Source: an optimization exercise on an open RTL-to-GDS flow (aim: small area and a short achievable clock period). Production flows keep margins and buffers that such runs may drop. At most, simulation tests tie the RTL to the original design; equivalence was not proved. No activity file was given, so power comes from the tool's default toggle rates.

## doodleGame
module doodleGame
(
	input logic Reset,  
	input logic frame_clk,  
	input logic [7:0] keycode,
	input logic [167:0] platforms,  
	input logic [41:0] springs,  
	output logic [19:0] sprite,  
	output logic [9:0] speed,
	output logic [9:0] scroll,
	output logic [19:0] score,
	output logic [1:0] state,
	output logic [1:0] difficulty,
	output logic [7:0] platHit
);
==> module nor3Cell, before the edit <==
module nor3Cell
(
	input logic a,
	input logic b,
	input logic c,
	output logic y
);
	assign y = ~(a | b | c);
endmodule
==> module yCombine, before the edit <==
module yCombine
(
	input logic a,
	input logic b,
	input logic c,
	input logic dn,
	output logic y
);
	assign y = ~((a & b) | (c & ~dn));
endmodule
==> module objHit, before the edit <==
module objHit
(
	input logic [20:0] obj,  
	input logic [5:0] aH,  
	input logic [5:0] aH1,  
	input logic [2:0] naL,  
	input logic nmNeg,  
	input logic [7:0] nm,  
	input logic [7:0] nn,  
	output logic hit
);
	logic [9:0] ox, oy;
	logic [5:0] xa, xb;
	logic nA1, nA2, nB1, nB2, off, eqA, eqB, geL, gtL, nY, loFail, hiFail;
	assign ox = obj[20:11];
	assign oy = obj[10:1];
	bitEq6 cXa (.a(oy[8:3]), .b(aH), .eq(xa));
	bitEq6 cXb (.a(oy[8:3]), .b(aH1), .eq(xb));
	nand3Cell cA1 (.a(xa[0]), .b(xa[1]), .c(xa[2]), .y(nA1));
	nand3Cell cA2 (.a(xa[3]), .b(xa[4]), .c(xa[5]), .y(nA2));
	nand3Cell cB1 (.a(xb[0]), .b(xb[1]), .c(xb[2]), .y(nB1));
	nand3Cell cB2 (.a(xb[3]), .b(xb[4]), .c(xb[5]), .y(nB2));
	nand2bCell cOff (.a(obj[0]), .bn(oy[9]), .y(off));  
	nor3Cell cEqA (.a(nA1), .b(nA2), .c(off), .y(eqA));
	nor3Cell cEqB (.a(nB1), .b(nB2), .c(off), .y(eqB));
	ge3 cGeL (.a(oy[2:0]), .nb(naL), .ge(geL));
	gt3 cGtL (.a(oy[2:0]), .nb(naL), .gt(gtL));
	yCombine cY (.a(eqA), .b(geL), .c(eqB), .dn(gtL), .y(nY));
	logic g2lo, p2lo;
	pairGP cPair (.a(ox[3:2]), .nb(nm[1:0]), .g2(g2lo), .p2(p2lo));
	ltTree8 cLo (.a(ox[9:2]), .nb(nm), .c1(ox[1]), .c0(1'b1), .g2lo(g2lo), .p2lo(p2lo), .lt(loFail));
	geTree8 cHi (.a(ox[9:2]), .nb(nn), .c1(ox[1]), .c0(ox[0]), .g2lo(g2lo), .p2lo(p2lo), .ge(hiFail));
	hitCombine cHit (.nY(nY), .hiFail(hiFail), .nmNeg(nmNeg), .loFail(loFail), .hit(hit));
endmodule
export LEC_CHECK = 0
export CAP_MARGIN = 20
export CORE_MARGIN = 2
export CORE_UTILIZATION = 40
export CTS_BUF_LIST = sky130_fd_sc_hd__clkbuf_4 sky130_fd_sc_hd__clkbuf_8
export SETUP_SLACK_MARGIN = 4.5
export SLEW_MARGIN = 20
export SYNTH_HIERARCHICAL = 1
export SYNTH_MINIMUM_KEEP_SIZE = 0
create_clock -name core_clock -period 10.0 [get_ports {Reset}]
standard.sh (not shown) runs the stock make flow with config.mk's settings and CLKGATE_MAP_FILE= SYNTH_SCRIPT=/design/flow/synth_recipe.tcl, a recipe that flattens the netlist after the stock synthesis.
==> flow/flow/run.sh <==
#!/bin/bash
set -e
export BUFFER_PORTS_ARGS="-buffer_cell sky130_fd_sc_hd__buf_1"
bash standard.sh > standard.log 2>&1
The baseline completed with no timing, DRC or antenna violations.
Edit:
--- a/flow/design.v
+++ b/flow/design.v
@@ -103,30 +103,24 @@
 	input logic b,
 	input logic c,
 	output logic y
 );
 	assign y = ~(a & b & c);
 endmodule
-module nor3Cell
-(
-	input logic a,
-	input logic b,
-	input logic c,
-	output logic y
-);
-	assign y = ~(a | b | c);
-endmodule
 module yCombine
 (
-	input logic a,
-	input logic b,
-	input logic c,
-	input logic dn,
-	output logic y
+	input logic nA1,
+	input logic nA2,
+	input logic nB1,
+	input logic nB2,
+	input logic off,
+	input logic geL,
+	input logic gtL,
+	output logic nY
 );
-	assign y = ~((a & b) | (c & ~dn));
+	assign nY = ~((~(nA1 | nA2 | off) & geL) | (~(nB1 | nB2 | off) & ~gtL));
 endmodule
 module nand2bCell
 (
 	input logic a,
 	input logic bn,
 	output logic y
@@ -272,27 +266,25 @@
 	input logic [7:0] nm,  
 	input logic [7:0] nn,  
 	output logic hit
 );
 	logic [9:0] ox, oy;
 	logic [5:0] xa, xb;
-	logic nA1, nA2, nB1, nB2, off, eqA, eqB, geL, gtL, nY, loFail, hiFail;
+	logic nA1, nA2, nB1, nB2, off, geL, gtL, nY, loFail, hiFail;
 	assign ox = obj[20:11];
 	assign oy = obj[10:1];
 	bitEq6 cXa (.a(oy[8:3]), .b(aH), .eq(xa));
 	bitEq6 cXb (.a(oy[8:3]), .b(aH1), .eq(xb));
 	nand3Cell cA1 (.a(xa[0]), .b(xa[1]), .c(xa[2]), .y(nA1));
 	nand3Cell cA2 (.a(xa[3]), .b(xa[4]), .c(xa[5]), .y(nA2));
 	nand3Cell cB1 (.a(xb[0]), .b(xb[1]), .c(xb[2]), .y(nB1));
 	nand3Cell cB2 (.a(xb[3]), .b(xb[4]), .c(xb[5]), .y(nB2));
 	nand2bCell cOff (.a(obj[0]), .bn(oy[9]), .y(off));  
-	nor3Cell cEqA (.a(nA1), .b(nA2), .c(off), .y(eqA));
-	nor3Cell cEqB (.a(nB1), .b(nB2), .c(off), .y(eqB));
 	ge3 cGeL (.a(oy[2:0]), .nb(naL), .ge(geL));
 	gt3 cGtL (.a(oy[2:0]), .nb(naL), .gt(gtL));
-	yCombine cY (.a(eqA), .b(geL), .c(eqB), .dn(gtL), .y(nY));
+	yCombine cY (.nA1(nA1), .nA2(nA2), .nB1(nB1), .nB2(nB2), .off(off), .geL(geL), .gtL(gtL), .nY(nY));
 	logic g2lo, p2lo;
 	pairGP cPair (.a(ox[3:2]), .nb(nm[1:0]), .g2(g2lo), .p2(p2lo));
 	ltTree8 cLo (.a(ox[9:2]), .nb(nm), .c1(ox[1]), .c0(1'b1), .g2lo(g2lo), .p2lo(p2lo), .lt(loFail));
 	geTree8 cHi (.a(ox[9:2]), .nb(nn), .c1(ox[1]), .c0(ox[0]), .g2lo(g2lo), .p2lo(p2lo), .ge(hiFail));
 	hitCombine cHit (.nY(nY), .hiFail(hiFail), .nmNeg(nmNeg), .loFail(loFail), .hit(hit));
 endmodule
What happened: Total power grows by 0.39%; die area falls by 1.2%; hold slack got worse by 0.014 ns; global-route usage rose by 0.13 points; sequential power increases by about 1%; sequential share of layout area came out higher by 0.14 points; final area shrinks by 0.96%; via count falls by 0.59%; critical path depth stays the same.
The RTL of the second run of this note was laid out without a check of its function.

## static timing again, ports no longer ideal
How much do the figures lean on ideal ports? The routed layouts below were timed once more, with nothing changed but the port constraints.
Step 1 assumes that a clkbuf_16 drives the clock port and a buf_2 every other input.
Step 2 also shifts input and output timing later by t, the mid clock arrival at the registers, as if the neighbouring blocks saw the same clock.
a / b / c = ideal ports / drivers / drivers and shift; a / b = the first two.
run | t, ns | setup WS [ns] | latest minus earliest clock arrival (ns)
the first run | 0.377 | 4.731 / 4.690 / 4.690 | 0.010 / 0.010
the second run | 0.381 | 4.678 / 4.653 / 4.653 | 0.009 / 0.009
After both steps setup and hold are still met in every run listed. The setup slack of the first run, which loses most, moves by -0.041 ns with the drivers and by -0.041 ns with both steps.
